Source: an optimization exercise on an open RTL-to-GDS flow (aim: small area). Production flows keep margins and buffers that such runs may drop.
Only simulation tests tie the RTL to the original design; equivalence was not proved.
No driver is modelled on the clock port, so clocking that relies on it looks cheaper here than on a real chip.
Power is estimated from default activity; no workload was simulated.

== run A ==
## fir_coeff_loader
module fir_coeff_loader #(
    parameter  int FILTER_SIZE = fir_pkg::FIR_FILTER_SIZE,
    parameter  int COEFF_W     = fir_pkg::FIR_COEFF_W,
    localparam int HALF_TAPS   = FILTER_SIZE / 2
) (
    input  logic                      clk,
    input  logic                      reset,
    input  logic                      load_start,
    input  logic [COEFF_W-1:0]        coeff_in,
    input  logic                      coeff_valid,
    output logic                      coeff_ready,
    input  logic                      commit,
    output logic [HALF_TAPS*COEFF_W-1:0] coeff_bank,
    output logic                      coeff_update,
    output logic                      bank_full,
    output logic                      load_err
);
For scale: ~7700 cells after synthesis, roughly 2800 flip-flops, about 1400 I/O pins, ~0.089 mm² of cells after synthesis.
==> flow/config.mk <==
export PLATFORM = sky130hd
export DESIGN_NAME = fir_coeff_loader
export DESIGN_NICKNAME = fir_coeff_loader
export VERILOG_FILES = /design/flow/design.v
export SDC_FILE = /design/flow/constraint.sdc
export NUM_CORES = 4
export LEC_CHECK = 0
export CAP_MARGIN = 20
export CORE_AREA = 5 5 405 405
export DIE_AREA = 0 0 410 410
export PLACE_DENSITY = 0.72
export SLEW_MARGIN = 20
export SYNTH_HIERARCHICAL = 1
export BUFFER_PORTS_ARGS = -buffer_cell sky130_fd_sc_hd__buf_1
export CTS_ARGS = -sink_clustering_enable -repair_clock_nets -dont_use_dummy_load -buf_list {sky130_fd_sc_hd__clkbuf_8} -sink_clustering_size 22 -sink_clustering_max_diameter 50
export POST_CTS_TCL = /design/flow/flow/fix_clk.tcl
==> flow/constraint.sdc <==
create_clock -name core_clock -period 5.0 [get_ports {clk}]
set_input_delay 1.0000 -clock core_clock [delete_from_list [all_inputs] [get_ports {clk}]]
set_output_delay 1.0000 -clock core_clock [all_outputs]
set_load 0.01 [all_outputs]
standard.sh (not shown) runs the stock make flow with config.mk's settings and CLKGATE_MAP_FILE= SYNTH_SCRIPT=/design/flow/synth_recipe.tcl, a recipe that flattens the netlist after the stock synthesis.
==> flow/flow/run.sh <==
#!/bin/bash
# Own layout flow: the standard ORFS flow (standard.sh) with
#  - the port buffers taken from the smallest buffer, sky130_fd_sc_hd__buf_1
#    (repair may still resize them), instead of the one buffer_ports picks;
#  - clock tree synthesis settings from flow/cts_args.txt (no dummy loads);
#  - flow/fix_clk.tcl after CTS: upsizes the clock buffers whose flip-flop
#    clock pins have too slow a slew.
# Each tool's output goes to a log file of its own in this folder; ORFS keeps its
# per-step logs under orfs/logs/.
set -euo pipefail
cd "$(dirname "$0")/.."
{
  echo "export BUFFER_PORTS_ARGS = -buffer_cell sky130_fd_sc_hd__buf_1"
  echo "export CTS_ARGS = $(cat flow/cts_args.txt)"
  echo "export POST_CTS_TCL = $PWD/flow/fix_clk.tcl"
} >> config.mk
bash standard.sh finish > standard_flow.log 2>&1
==> flow/flow/cts_args.txt <==
-sink_clustering_enable -repair_clock_nets -dont_use_dummy_load -buf_list {sky130_fd_sc_hd__clkbuf_8} -sink_clustering_size 22 -sink_clustering_max_diameter 50
==> flow/flow/fix_clk.tcl <==
# Upsize clock-tree buffers that drive flip-flop clock pins with a slew over
# the target, then legalize again. Runs as ORFS's POST_CTS_TCL hook.
set fix_thr 0.105
set fix_up [dict create \
  sky130_fd_sc_hd__clkbuf_2 sky130_fd_sc_hd__clkbuf_4 \
  sky130_fd_sc_hd__clkbuf_4 sky130_fd_sc_hd__clkbuf_8 \
  sky130_fd_sc_hd__clkbuf_8 sky130_fd_sc_hd__clkbuf_16]
estimate_parasitics -placement
for {set it 0} {$it < 5} {incr it} {
  set drivers [dict create]
  set worst 0
  foreach pin [all_registers -clock_pins] {
    set s [get_property $pin slew_max]
    if {$s > $worst} { set worst $s }
    if {$s > $fix_thr} {
      set net [get_nets -of_objects $pin]
      foreach dp [get_pins -of_objects $net -filter "direction==output"] {
        dict set drivers [get_full_name [get_cells -of_objects $dp]] 1
      }
    }
  }
  puts "fix_clk: pass $it worst clock-pin slew $worst, [dict size $drivers] drivers over $fix_thr"
  if {[dict size $drivers] == 0} { break }
  set changed 0
  foreach name [dict keys $drivers] {
    set inst [get_cells $name]
    set master [get_property $inst ref_name]
    if {[dict exists $fix_up $master]} {
      replace_cell $inst [dict get $fix_up $master]
      incr changed
    }
  }
  puts "fix_clk: upsized $changed buffers"
  if {$changed == 0} { break }
  detailed_placement
  estimate_parasitics -placement
}
The following lists how run B was set up differently from run A:
# run A
export LEC_CHECK = 0
export CAP_MARGIN = 20
export CORE_AREA = 5 5 405 405
export DIE_AREA = 0 0 410 410
export PLACE_DENSITY = 0.72
export SLEW_MARGIN = 20
export SYNTH_HIERARCHICAL = 1
export BUFFER_PORTS_ARGS = -buffer_cell sky130_fd_sc_hd__buf_1
export CTS_ARGS = -sink_clustering_enable -repair_clock_nets -dont_use_dummy_load -buf_list {sky130_fd_sc_hd__clkbuf_8} -sink_clustering_size 22 -sink_clustering_max_diameter 50
export POST_CTS_TCL = /design/flow/flow/fix_clk.tcl
create_clock -name core_clock -period 5.0 [get_ports {clk}]
# run B
export LEC_CHECK = 0
export CAP_MARGIN = 20
export CORE_AREA = 5 5 385 385
export DIE_AREA = 0 0 390 390
export PLACE_DENSITY = 0.78
export SLEW_MARGIN = 20
export SYNTH_HIERARCHICAL = 1
export BUFFER_PORTS_ARGS = -buffer_cell sky130_fd_sc_hd__buf_1
export CTS_ARGS = -sink_clustering_enable -repair_clock_nets -dont_use_dummy_load -buf_list {sky130_fd_sc_hd__clkbuf_8} -sink_clustering_size 30 -sink_clustering_max_diameter 60
export POST_CTS_TCL = /design/flow/flow/fix_clk.tcl
create_clock -name core_clock -period 5.0 [get_ports {clk}]
==> flow/flow/cts_args.txt <==
-sink_clustering_enable -repair_clock_nets -dont_use_dummy_load -buf_list {sky130_fd_sc_hd__clkbuf_8} -sink_clustering_size 30 -sink_clustering_max_diameter 60
==> run summary <==
The path category of the worst min-delay check comes out in2reg in one run and in2async in the other, namely in run A and run B respectively.
Share of total power in sequential cells up 0.4 points in run B wrt run A
Count of plain and timing-repair buffers in the layout for run B: about 0.9% down relative to run A
Changes observed in run B relative to run A: initial antenna violation count rose 6, number of inverters outside the clock class in the layout about even, post-place setup slack fell 0.18 ns, design area fell about 0.6%.
Here is what was changed in the inputs of run C compared with run B.
# run B
export LEC_CHECK = 0
export CAP_MARGIN = 20
export CORE_AREA = 5 5 385 385
export DIE_AREA = 0 0 390 390
export PLACE_DENSITY = 0.78
export SLEW_MARGIN = 20
export SYNTH_HIERARCHICAL = 1
export BUFFER_PORTS_ARGS = -buffer_cell sky130_fd_sc_hd__buf_1
export CTS_ARGS = -sink_clustering_enable -repair_clock_nets -dont_use_dummy_load -buf_list {sky130_fd_sc_hd__clkbuf_8} -sink_clustering_size 30 -sink_clustering_max_diameter 60
export POST_CTS_TCL = /design/flow/flow/fix_clk.tcl
create_clock -name core_clock -period 5.0 [get_ports {clk}]
# run C
export LEC_CHECK = 0
export CAP_MARGIN = 10
export CORE_AREA = 5 5 385 385
export DIE_AREA = 0 0 390 390
export PLACE_DENSITY = 0.78
export SLEW_MARGIN = 10
export SYNTH_HIERARCHICAL = 1
export BUFFER_PORTS_ARGS = -buffer_cell sky130_fd_sc_hd__buf_1
export CTS_ARGS = -sink_clustering_enable -repair_clock_nets -dont_use_dummy_load -buf_list {sky130_fd_sc_hd__clkbuf_8} -sink_clustering_size 30 -sink_clustering_max_diameter 60
export POST_CTS_TCL = /design/flow/flow/fix_clk.tcl
create_clock -name core_clock -period 5.0 [get_ports {clk}]
### Flow results
Run C has completed all stages; timing, DRC and antenna checks passed.
Layout net count came out exactly the same in run B and run C.
Count of inverters not on the clock network in the layout: run B vs run C identical
Run C -> run B: buffer and inverter count on the worst path delta 0, exact match
Run B and run C ended up with nearly the same fraction of area in clock buffers and inverters.
Reported for run B and run C, power density over cell area turned out identical to the last digit.
The cell area after layout on run C is in line with that on run B.
Xor and xnor area share after synthesis: run C vs run B, no meaningful difference
As far as global-route usage goes, run C and run B are indistinguishable; the numbers are identical.
Between run B and run C, the placer's final routability congestion estimate does not differ in any meaningful way.


build 18:
The RTL this note starts from:
==> flow/design.v <==
package fir_pkg;
    localparam int FIR_FILTER_SIZE = 172;
    localparam int FIR_COEFF_W     = 16;
    localparam int FIR_HALF_TAPS   = FIR_FILTER_SIZE / 2;
    localparam int FIR_PTR_W       = $clog2(FIR_HALF_TAPS);
    typedef enum logic [1:0] {
        IDLE  = 2'd0,
        LOAD  = 2'd1,
        FULL  = 2'd2,
        CHECK = 2'd3
    } fir_state_t;
endpackage
module fir_coeff_bank #(
    parameter  int N  = fir_pkg::FIR_HALF_TAPS,
    parameter  int W  = fir_pkg::FIR_COEFF_W
) (
    input  logic            clk,
    input  logic            reset,
    input  logic            sh_en,
    input  logic            sh_hold,
    input  logic [W-1:0]    din,
    input  logic            cp_en,
    input  logic            cp_hold,
    output logic [N*W-1:0]  bank
);
    logic [N*W-1:0] shadow;
    logic [N*W-1:0] shadow_in;
    assign shadow_in = {din, shadow[N*W-1:W]};
    always_ff @(posedge clk) begin
        shadow <= (shadow_in & {(N*W){sh_en}}) | (shadow & {(N*W){sh_hold}});
    end
    always_ff @(posedge clk or posedge reset) begin
        if (reset) begin
            bank <= '0;
        end else begin
            bank <= (shadow & {(N*W){cp_en}}) | (bank & {(N*W){cp_hold}});
        end
    end
endmodule
module fir_coeff_loader #(
    parameter  int FILTER_SIZE = fir_pkg::FIR_FILTER_SIZE,
    parameter  int COEFF_W     = fir_pkg::FIR_COEFF_W,
    localparam int HALF_TAPS   = FILTER_SIZE / 2
) (
    input  logic                      clk,
    input  logic                      reset,
    input  logic                      load_start,
    input  logic [COEFF_W-1:0]        coeff_in,
    input  logic                      coeff_valid,
    output logic                      coeff_ready,
    input  logic                      commit,
    output logic [HALF_TAPS*COEFF_W-1:0] coeff_bank,
    output logic                      coeff_update,
    output logic                      bank_full,
    output logic                      load_err
);
    logic       st_load;
    logic       st_full;
    logic [6:0] ptr;
    localparam logic [6:0] PTR_FIRST = 7'd1;
    localparam logic [6:0] PTR_LAST  = 7'b1101100;
    logic last_word;
    logic do_commit;
    logic go_load;
    logic sh_en;
    assign coeff_ready = st_load;
    assign bank_full   = st_full;
    assign last_word   = (ptr == PTR_LAST);
    assign do_commit   = st_full & commit;
    assign go_load     = load_start & ~do_commit;
    always_ff @(posedge clk or posedge reset) begin
        if (reset) begin
            st_load      <= 1'b0;
            st_full      <= 1'b0;
            coeff_update <= 1'b0;
            load_err     <= 1'b0;
        end else begin
            st_load      <= go_load | (st_load & ~(coeff_valid & last_word));
            st_full      <= (st_load & ~load_start & coeff_valid & last_word) |
                            (st_full & ~commit & ~load_start);
            coeff_update <= do_commit;
            load_err     <= st_load & load_start;
        end
    end
    always_ff @(posedge clk) begin
        if (load_start) begin
            ptr <= PTR_FIRST;
        end else if (coeff_valid) begin
            ptr <= {ptr[5:0], ptr[6] ^ ptr[5]};
        end
    end
    assign sh_en = coeff_valid & ~st_full;
    fir_coeff_bank #(
        .N (HALF_TAPS),
        .W (COEFF_W)
    ) u_bank (
        .clk     (clk),
        .reset   (reset),
        .sh_en   (sh_en),
        .sh_hold (~sh_en),
        .din     (coeff_in),
        .cp_en   (do_commit),
        .cp_hold (~do_commit),
        .bank    (coeff_bank)
    );
endmodule
export LEC_CHECK = 0
export CAP_MARGIN = 20
export CORE_AREA = 5 5 405 405
export DIE_AREA = 0 0 410 410
export PLACE_DENSITY = 0.72
export SLEW_MARGIN = 20
export SYNTH_HIERARCHICAL = 1
export BUFFER_PORTS_ARGS = -buffer_cell sky130_fd_sc_hd__buf_1
export CTS_ARGS = -sink_clustering_enable -repair_clock_nets -dont_use_dummy_load -buf_list {sky130_fd_sc_hd__clkbuf_16} -sink_clustering_size 28 -sink_clustering_max_diameter 50
create_clock -name core_clock -period 5.0 [get_ports {clk}]
==> flow/flow/run.sh <==
#!/bin/bash
# Own layout flow: the standard ORFS flow (standard.sh) with
#  - the port buffers taken from the smallest buffer, sky130_fd_sc_hd__buf_1
#    (repair may still resize them), instead of the one buffer_ports picks;
#  - clock tree synthesis settings from flow/cts_args.txt (no dummy loads).
# Each tool's output goes to a log file of its own in this folder; ORFS keeps its
# per-step logs under orfs/logs/.
set -euo pipefail
cd "$(dirname "$0")/.."
{
  echo "export BUFFER_PORTS_ARGS = -buffer_cell sky130_fd_sc_hd__buf_1"
  echo "export CTS_ARGS = $(cat flow/cts_args.txt)"
} >> config.mk
bash standard.sh finish > standard_flow.log 2>&1
==> flow/flow/cts_args.txt <==
-sink_clustering_enable -repair_clock_nets -dont_use_dummy_load -buf_list {sky130_fd_sc_hd__clkbuf_16} -sink_clustering_size 28 -sink_clustering_max_diameter 50
In summary, build 18 completed successfully, with a layout that passed the timing, design-rule and antenna checks.
#### Input delta (build 66 over build 18)
==> flow/run.sh (new file) <==
#!/bin/bash
# synth_recipe.tcl (not shown) runs the flow's synth.tcl, then flattens the netlist and writes it again
# the make line also repeats each setting of config.mk as NAME=value (left out here)
make -C /OpenROAD-flow-scripts/flow DESIGN_CONFIG=/design/flow/config.mk WORK_HOME=/design/flow/orfs CLKGATE_MAP_FILE= SYNTH_SCRIPT=/design/flow/synth_recipe.tcl finish
==> flow/config.mk <==
export PLATFORM = sky130hd
export DESIGN_NAME = fir_coeff_loader
export DESIGN_NICKNAME = fir_coeff_loader
export VERILOG_FILES = /design/flow/design.v
export SDC_FILE = /design/flow/constraint.sdc
export NUM_CORES = 4
export LEC_CHECK = 0
export CAP_MARGIN = 20
export CORE_AREA = 10 10 630 630
export DIE_AREA = 0 0 640 640
export SLEW_MARGIN = 20
export SYNTH_HIERARCHICAL = 1
removed: flow/flow/run.sh
removed: flow/flow/cts_args.txt
removed: flow/standard.sh
### Flow results
The smallest setup slack after layout in build 66 sits 0.38 ns below the value recorded for build 18. Sort build 18 and build 66 by combined buffer and inverter count along the critical path, ascending, and build 66 comes first. Wire: build 66 routes more than build 18. Comparing build 18 and build 66, sequential share of layout area is lower on build 66.
The following lists how build 4 was set up differently from build 66:
==> flow/flow/run.sh (new file) <==
#!/bin/bash
# Own layout flow: the standard ORFS flow (standard.sh) with
#  - the port buffers taken from the smallest buffer, sky130_fd_sc_hd__buf_1
#    (repair may still resize them), instead of the one buffer_ports picks;
#  - clock tree synthesis settings from flow/cts_args.txt (no dummy loads).
# Each tool's output goes to a log file of its own in this folder; ORFS keeps its
# per-step logs under orfs/logs/.
set -euo pipefail
cd "$(dirname "$0")/.."
{
  echo "export BUFFER_PORTS_ARGS = -buffer_cell sky130_fd_sc_hd__buf_1"
  echo "export CTS_ARGS = $(cat flow/cts_args.txt)"
} >> config.mk
bash standard.sh finish > standard_flow.log 2>&1
==> flow/flow/cts_args.txt (new file) <==
-sink_clustering_enable -repair_clock_nets -dont_use_dummy_load -buf_list {sky130_fd_sc_hd__clkbuf_8} -sink_clustering_size 18 -sink_clustering_max_diameter 40
==> flow/standard.sh (new file) <==
#!/bin/bash
# synth_recipe.tcl (not shown) runs the flow's synth.tcl, then flattens the netlist and writes it again
# the make line also repeats each setting of config.mk as NAME=value (left out here)
make -C /OpenROAD-flow-scripts/flow DESIGN_CONFIG=/design/flow/config.mk WORK_HOME=/design/flow/orfs CLKGATE_MAP_FILE= SYNTH_SCRIPT=/design/flow/synth_recipe.tcl "${@:-finish}"
diff --git a/flow/config.mk b/flow/config.mk
--- a/flow/config.mk
+++ b/flow/config.mk
@@ -9,2 +9,3 @@
-export CORE_AREA = 10 10 630 630
-export DIE_AREA = 0 0 640 640
+export CORE_AREA = 5 5 405 405
+export DIE_AREA = 0 0 410 410
+export PLACE_DENSITY = 0.72
@@ -12,0 +14,2 @@
+export BUFFER_PORTS_ARGS = -buffer_cell sky130_fd_sc_hd__buf_1
+export CTS_ARGS = -sink_clustering_enable -repair_clock_nets -dont_use_dummy_load -buf_list {sky130_fd_sc_hd__clkbuf_8} -sink_clustering_size 18 -sink_clustering_max_diameter 40
removed: flow/run.sh
- Build 66 ended up with clkdlybuf4s50_1 as its standard cell with the maximum stage delay on the critical path; build 4 ended up with dfrtp_1.
- Result for build 66 and build 4: all clean
- In build 4, the met3 usage came out 7.2 points above the value in build 66.
- Compared with build 66, build 4 shows a lower first-pass GRT wire length.
- [compare] base=build 66 new=build 4: switching power as a share of total power comparable, count of clock-buffer cells in the layout down about 24%.
- Placer congestion estimate sits higher in build 4 than in build 66.
Modified inputs, build 82 compared to build 4
==> flow/flow/cts_args.txt <==
-sink_clustering_enable -repair_clock_nets -dont_use_dummy_load
diff --git a/flow/config.mk b/flow/config.mk
--- a/flow/config.mk
+++ b/flow/config.mk
@@ -15 +15 @@
-export CTS_ARGS = -sink_clustering_enable -repair_clock_nets -dont_use_dummy_load -buf_list {sky130_fd_sc_hd__clkbuf_8} -sink_clustering_size 18 -sink_clustering_max_diameter 40
+export CTS_ARGS = -sink_clustering_enable -repair_clock_nets -dont_use_dummy_load
==> comparison <==
Looking at via count across build 4 and build 82, the one that comes out higher is build 82. Taking build 4 as the reference, in build 82 total power saw an increase; mean number of vias per cell saw an increase; worst setup slack after layout saw an increase; met2 routing resource usage after global routing saw little to no change. For the clock power share, build 82 came in 7.7 points higher than build 4 did. Build 4 → build 82: post-route minimum period now sits lower, area of all placed cells without fillers now sits higher.

-- port drivers added, routing unchanged --
How much do the figures lean on ideal ports? The routed layouts below were timed once more, with nothing changed but the port constraints.
Step 1 sets driving cells, clkbuf_16 on the clock port and buf_2 on the other inputs (assumed; they add their load-dependent delay and slew).
Step 2 also shifts input and output timing later by t, the mid clock arrival at the registers, as if the neighbouring blocks saw the same clock.
Slacks: ideal / step 1 / step 2; pairs: ideal / step 1.
run	t (ns)	setup slack, ns	clock arrival spread, ns
run A	0.976	0.582 / 0.561 / 0.561	0.149 / 0.149
run B	0.984	0.985 / 0.939 / 0.960	0.130 / 0.129
run C	0.984	0.985 / 0.939 / 0.960	0.130 / 0.129
build 18	0.872	2.153 / 2.115 / 1.268	0.102 / 0.102
build 66	0.981	1.769 / 1.656 / 1.295	0.072 / 0.071
build 4	1.086	2.023 / 1.938 / 1.270	0.148 / 0.147
build 82	0.960	2.170 / 2.082 / 1.270	0.082 / 0.083
After both steps setup and hold are still met in every run listed. The setup slack of build 82, which loses most, moves by -0.088 ns with the drivers and by -0.900 ns with both steps.
